This design comes from an exercise in tuning for small area on the open sky130 flow, not from production work.
Where RTL was checked, it was by simulation tests only, not by an equivalence proof against the original.
Power is estimated from default activity; no workload was simulated.

==> build 32: inputs <==
==> flow/design.v <==
module data_memory_responder #(
  parameter logic [31:0] BASE_ADDR = 32'd1024,
  parameter int unsigned DEPTH     = 64,
  parameter int unsigned LATENCY   = 2     
) (
  input  logic        clk,
  input  logic        rst,
  input  logic        MEM_R_EN,
  input  logic        MEM_W_EN,
  input  logic [31:0] addr,
  input  logic [31:0] write_val,
  output logic [31:0] read_val,
  output logic        ready,
  output logic        err
);
  logic        s0, s1;
  logic [5:0]  rot;
  logic [5:0]  idx_q;
  logic        wr_q, rd_q;
  logic [31:0] wb_q;
  logic [32:0] cap_q;
  logic [31:0] rv_q;
  logic [63:0][31:0] ring;
  logic [63:0] vld;
  logic        idle;
  logic [31:0] off;
  logic        a_ok, live_wr, live_rd;
  logic [5:0]  widx, cur, wpos;
  logic        wr_ok, rd_ok;
  logic [31:0] wdat;
  logic [15:0] wsel;
  logic [32:0] pdata, full;
  logic        commit;
  assign idle    = ~s0 & ~s1;
  assign off     = addr - BASE_ADDR;
  assign a_ok    = (off[31:8] == 24'd0) && (off[1:0] == 2'd0);
  assign live_wr = MEM_W_EN & ~MEM_R_EN & a_ok;
  assign live_rd = MEM_R_EN & ~MEM_W_EN & a_ok;
  assign widx    = idle ? off[7:2] : idx_q;
  assign wr_ok   = idle ? live_wr : wr_q;
  assign rd_ok   = idle ? live_rd : rd_q;
  assign wdat    = idle ? write_val : wb_q;
  assign cur     = widx + rot;
  assign wpos    = cur + 6'd1;
  always_comb begin
    for (int j = 0; j < 16; j++)
      wsel[j] = wr_ok && (wpos == 6'(4 * j));
  end
  always_comb begin
    pdata = '0;
    for (int p = 0; p < 64; p += 3) begin
      if (cur == 6'(p))
        pdata = pdata | {vld[p], ring[p] ^ {32{~p[2]}}};
    end
  end
  assign full   = pdata | cap_q;
  assign commit = s0 & s1 & rd_q;
  always_ff @(posedge clk or posedge rst) begin
    if (rst) begin
      s0   <= 1'b0;
      s1   <= 1'b0;
      rot  <= 6'd0;
      rv_q <= 32'd0;
      vld  <= '0;
    end else begin
      s0   <= ~s1 & (s0 | MEM_R_EN | MEM_W_EN);
      s1   <= s0;
      rot  <= rot + 6'd1;
      if (commit)
        rv_q <= full[31:0] & {32{full[32]}};
      for (int k = 0; k < 64; k++) begin
        if (k % 4 == 0)
          vld[k] <= vld[(k + 63) % 64] | wsel[k / 4];
        else
          vld[k] <= vld[(k + 63) % 64];
      end
    end
  end
  always_ff @(posedge clk) begin
    idx_q <= widx;
    wr_q  <= wr_ok;
    rd_q  <= rd_ok;
    wb_q  <= wdat;
    cap_q <= pdata | (idle ? 33'd0 : cap_q);
    for (int k = 0; k < 64; k++) begin
      if (k % 4 == 0)
        ring[k] <= wsel[k / 4] ? (wdat ^ {32{~k[2]}}) : ~ring[(k + 63) % 64];
      else
        ring[k] <= ring[(k + 63) % 64];
    end
  end
  assign read_val = rv_q;
  assign ready    = s1 & ~s0;
  assign err      = ~(wr_q | rd_q);
endmodule
==> flow/run.sh <==
#!/bin/bash
# synth_recipe.tcl (not shown) runs the flow's synth.tcl, then flattens the netlist and writes it again
# the make line also repeats each setting of config.mk as NAME=value (left out here)
make -C /OpenROAD-flow-scripts/flow DESIGN_CONFIG=/design/flow/config.mk WORK_HOME=/design/flow/orfs CLKGATE_MAP_FILE= SYNTH_SCRIPT=/design/flow/synth_recipe.tcl finish
==> flow/config.mk <==
export PLATFORM = sky130hd
export DESIGN_NAME = data_memory_responder
export DESIGN_NICKNAME = data_memory_responder
export VERILOG_FILES = /design/flow/design.v
export SDC_FILE = /design/flow/constraint.sdc
export NUM_CORES = 4
export LEC_CHECK = 0
export CAP_MARGIN = 20
export CORE_MARGIN = 2
export CORE_UTILIZATION = 40
export SLEW_MARGIN = 20
==> flow/constraint.sdc <==
create_clock -name core_clock -period 10.0 [get_ports {clk}]
set_input_delay 2.0000 -clock core_clock [delete_from_list [all_inputs] [get_ports {clk}]]
set_output_delay 2.0000 -clock core_clock [all_outputs]
set_load 0.01 [all_outputs]
==> build 27: changes against build 32 <==
==> flow/design.v, changed modules only <==
module data_memory_responder #(
  parameter logic [31:0] BASE_ADDR = 32'd1024,
  parameter int unsigned DEPTH     = 64,
  parameter int unsigned LATENCY   = 2     
) (
  input  logic        clk,
  input  logic        rst,
  input  logic        MEM_R_EN,
  input  logic        MEM_W_EN,
  input  logic [31:0] addr,
  input  logic [31:0] write_val,
  output logic [31:0] read_val,
  output logic        ready,
  output logic        err
);
  logic        s0, s1;
  logic [5:0]  rot;
  logic [1:0]  ck;           
  logic        cdone;        
  logic [5:0]  idx_q;
  logic        wr_q, rd_q;
  logic [31:0] buf_q;        
  logic        bad_q;        
  logic [31:0] rv_q;
  logic [63:0][31:0] ring;
  logic [63:0][31:0] ring_d;
  logic        idle;
  logic [31:0] off;
  logic        a_ok, live_wr, live_rd;
  logic [5:0]  widx, cur, wpos;
  logic        wr_ok, rd_ok;
  logic [31:0] wdat;
  logic [15:0] ps, psn;
  logic [63:0] rs;
  logic        hit, clr, bad, commit, take;
  logic [1:0]  dclr;
  logic [31:0] pa, pb, full, bk, rv_d;
  logic        hold, busy, ldw, ldr;
  assign idle    = ~s0 & ~s1;
  assign off     = addr - BASE_ADDR;
  assign a_ok    = (off[31:8] == 24'd0) && (off[1:0] == 2'd0);
  assign live_wr = MEM_W_EN & ~MEM_R_EN & a_ok;
  assign live_rd = MEM_R_EN & ~MEM_W_EN & a_ok;
  assign widx    = idle ? off[7:2] : idx_q;
  assign wr_ok   = idle ? live_wr : wr_q;
  assign rd_ok   = idle ? live_rd : rd_q;
  assign busy    = ~idle;
  assign cur     = widx + rot;
  assign wpos    = cur + 6'd1;
  assign clr     = ~cdone;
  always_comb begin
    for (int j = 0; j < 16; j++) begin
      ps[j]  = wr_ok && (wpos == 6'(4 * j));
      psn[j] = ~(ps[j] | clr);
    end
  end
  always_comb begin
    for (int p = 0; p < 64; p++)
      rs[p] = (cur == 6'(p));
  end
  assign hit  = |(rs & 64'h9249249249249249);
  assign dclr = ck + ~cur[1:0];
  assign bad  = hit & clr & (dclr >= ck);
  for (genvar k = 0; k < 64; k++) begin : g_pos
    if (k % 4 == 0) begin : g_w
      for (genvar b = 0; b < 32; b++) begin : g_b
        dmr_ao22 u_g (.a1(ps[k / 4]), .a2(wdat[b]), .b1(psn[k / 4]), .b2(ring[(k + 63) % 64][b]),
                      .y(ring_d[k][b]));
      end
    end else begin : g_t
      assign ring_d[k] = ring[k - 1];
    end
  end
  logic [31:0] t [8];
  for (genvar b = 0; b < 32; b++) begin : g_rd
    dmr_aoi222 u_0 (.a1(rs[0]), .a2(ring[0][b]), .b1(rs[3]), .b2(ring[3][b]), .c1(rs[6]), .c2(ring[6][b]), .y(t[0][b]));
    dmr_aoi222 u_1 (.a1(rs[9]), .a2(ring[9][b]), .b1(rs[12]), .b2(ring[12][b]), .c1(rs[15]), .c2(ring[15][b]), .y(t[1][b]));
    dmr_aoi222 u_2 (.a1(rs[18]), .a2(ring[18][b]), .b1(rs[21]), .b2(ring[21][b]), .c1(rs[24]), .c2(ring[24][b]), .y(t[2][b]));
    dmr_aoi222 u_3 (.a1(rs[27]), .a2(ring[27][b]), .b1(rs[30]), .b2(ring[30][b]), .c1(rs[33]), .c2(ring[33][b]), .y(t[3][b]));
    dmr_aoi222 u_4 (.a1(rs[36]), .a2(ring[36][b]), .b1(rs[39]), .b2(ring[39][b]), .c1(rs[42]), .c2(ring[42][b]), .y(t[4][b]));
    dmr_aoi222 u_5 (.a1(rs[45]), .a2(ring[45][b]), .b1(rs[48]), .b2(ring[48][b]), .c1(rs[51]), .c2(ring[51][b]), .y(t[5][b]));
    dmr_aoi222 u_6 (.a1(rs[54]), .a2(ring[54][b]), .b1(rs[57]), .b2(ring[57][b]), .c1(rs[60]), .c2(ring[60][b]), .y(t[6][b]));
    dmr_nand2 u_7 (.a(rs[63]), .b(ring[63][b]), .y(t[7][b]));
    dmr_nand4 u_pa (.a(t[0][b]), .b(t[1][b]), .c(t[2][b]), .d(t[3][b]), .y(pa[b]));
    dmr_nand4 u_pb (.a(t[4][b]), .b(t[5][b]), .c(t[6][b]), .d(t[7][b]), .y(pb[b]));
    dmr_ao22 u_bk (.a1(ldw), .a2(write_val[b]), .b1(busy), .b2(buf_q[b]), .y(bk[b]));
    dmr_a221o u_bd (.a1(ldr), .a2(pa[b]), .b1(ldr), .b2(pb[b]), .c1(bk[b]), .y(wdat[b]));
    dmr_or3 u_full (.a(pa[b]), .b(pb[b]), .c(buf_q[b]), .y(full[b]));
    dmr_ao22 u_rv (.a1(take), .a2(full[b]), .b1(hold), .b2(rv_q[b]), .y(rv_d[b]));
  end
  assign commit = s0 & s1 & rd_q;
  assign take   = commit & ~bad & ~bad_q;
  assign hold   = ~commit;
  assign ldw    = idle & MEM_W_EN;
  assign ldr    = idle ? ~MEM_W_EN : ~wr_q;
  always_ff @(posedge clk or posedge rst) begin
    if (rst) begin
      s0    <= 1'b0;
      s1    <= 1'b0;
      rot   <= 6'd0;
      ck    <= 2'd0;
      cdone <= 1'b0;
      rv_q  <= 32'd0;
    end else begin
      s0    <= ~s1 & (s0 | MEM_R_EN | MEM_W_EN);
      s1    <= s0;
      rot   <= rot + 6'd1;
      ck    <= ck + 2'd1;
      cdone <= cdone | (ck == 2'd3);
      rv_q  <= rv_d;
    end
  end
  always_ff @(posedge clk) begin
    idx_q <= widx;
    wr_q  <= wr_ok;
    rd_q  <= rd_ok;
    buf_q <= wdat;
    bad_q <= bad | (~idle & bad_q);
    ring  <= ring_d;
  end
  assign read_val = rv_q;
  assign ready    = s1 & ~s0;
  assign err      = ~(wr_q | rd_q);
endmodule
module dmr_ao22 (input logic a1, input logic a2, input logic b1, input logic b2, output logic y);
  assign y = (a1 & a2) | (b1 & b2);
endmodule
module dmr_nand4 (input logic a, input logic b, input logic c, input logic d, output logic y);
  assign y = ~(a & b & c & d);
endmodule
module dmr_nand2 (input logic a, input logic b, output logic y);
  assign y = ~(a & b);
endmodule
module dmr_a221o (input logic a1, input logic a2, input logic b1, input logic b2, input logic c1,
                  output logic y);
  assign y = (a1 & a2) | (b1 & b2) | c1;
endmodule
module dmr_or3 (input logic a, input logic b, input logic c, output logic y);
  assign y = a | b | c;
endmodule
module dmr_aoi222 (input logic a1, input logic a2, input logic b1, input logic b2,
                   input logic c1, input logic c2, output logic y);
  assign y = ~((a1 & a2) | (b1 & b2) | (c1 & c2));
endmodule
==> flow/flow/run.sh (new file) <==
#!/bin/bash
# The standard layout (standard.sh), with two changes: clock tree synthesis
# without dummy loads, and the smallest buffer on the ports.
set -euo pipefail
export CTS_ARGS="-sink_clustering_enable -repair_clock_nets -sink_clustering_size 10 -sink_clustering_max_diameter 40 -buf_list sky130_fd_sc_hd__clkbuf_4 -dont_use_dummy_load"
export BUFFER_PORTS_ARGS="-buffer_cell sky130_fd_sc_hd__buf_1"
bash standard.sh > standard.log 2>&1
==> flow/standard.sh (new file) <==
#!/bin/bash
# synth_recipe.tcl (not shown) runs the flow's synth.tcl, then flattens the netlist and writes it again
# the make line also repeats each setting of config.mk as NAME=value (left out here)
make -C /OpenROAD-flow-scripts/flow DESIGN_CONFIG=/design/flow/config.mk WORK_HOME=/design/flow/orfs CLKGATE_MAP_FILE= SYNTH_SCRIPT=/design/flow/synth_recipe.tcl "${@:-finish}"
CAP_MARGIN = 0   (was 20)
CORE_UTILIZATION = 75   (was 40)
PLACE_DENSITY = 0.85   (was unset)
SLEW_MARGIN = 0   (was 20)
SYNTH_HIERARCHICAL = 1   (was unset)
SYNTH_MINIMUM_KEEP_SIZE = 0   (was unset)
removed: flow/run.sh
==> comparison table <==
item                                                                          build 27   build 32
Data-path buffer share of cell area in the final layout                         1.360%     2.843%
Pin count of the biggest net entering global routing                                44         75
Synth Area in Adders                                                           0.2763%    0.1634%
Final instance count without filler cells                                         4616       6706
Switching share of total power                                                  28.60%     33.02%
Met3 Use GR                                                                     10.68%     4.390%
Number of standard cells after synthesis                                          3292       4442
Vias post-DR                                                                     31528      35009
Layout cell share with drive strength beyond 1                                  9.722%     11.42%
Run status                                                  complete, but fails checks  timing/DRC/antenna clean
Violated checks                                          capacitance limit, slew limit          -
Design Power                                                                  14.19 mW   22.30 mW
Slew at the pin with the worst max-slew slack                                 1.525 ns   1.266 ns
Post-route cell area                                                         56560 um2  68690 um2
Internal Dissipation                                                          10.13 mW   14.93 mW
Detailed route wirelength on metal2                                           63.25 mm   77.19 mm
Per-instance average area after synthesis                                    15.96 um2  13.10 um2
Vias per Instance                                                                6.830      5.221
Detailed Place HPWL                                                           76.99 mm   107.0 mm
Max IR drop VDD                                                              0.1641 mV  0.2638 mV
Asr flop ratio synth                                                            2.017%     4.674%
CTS Root Cell                                                                 clkbuf_4  clkbuf_16
Wire length of the first global-routing pass                                  205.3 mm   246.6 mm
Cell total after placement                                                        4380       6327
Die Y                                                                         268.7 um   385.5 um
No functional check of the RTL was part of build 32.

[what the ideal ports hide]
Ports are ideal in the flow. The routed layouts listed here were re-timed in OpenROAD. Step 1 (the two cells are an assumption about what drives the block):
set clk [get_ports {clk}]
set_driving_cell -lib_cell sky130_fd_sc_hd__clkbuf_16 $clk
set_driving_cell -lib_cell sky130_fd_sc_hd__buf_2 [delete_from_list [all_inputs] $clk]
Step 2, shift: input delay + t, output delay - t, t = (earliest + latest rising clock arrival at the registers) / 2. This alone moves slack from input paths to output paths. Three values: no drivers, after step 1, after step 2; two values: the first two.
run | t, ns | slack for setup (ns) | worst slew at a driven data input, ns
build 32 | 0.895 | 3.110 / 3.130 / 2.275 | 0.08
build 27 | 1.142 | 3.646 / 3.686 / 2.544 | 0.13
For build 27, which loses most, drivers alone change the setup slack by +0.040 ns; drivers and shift together by -1.102 ns.
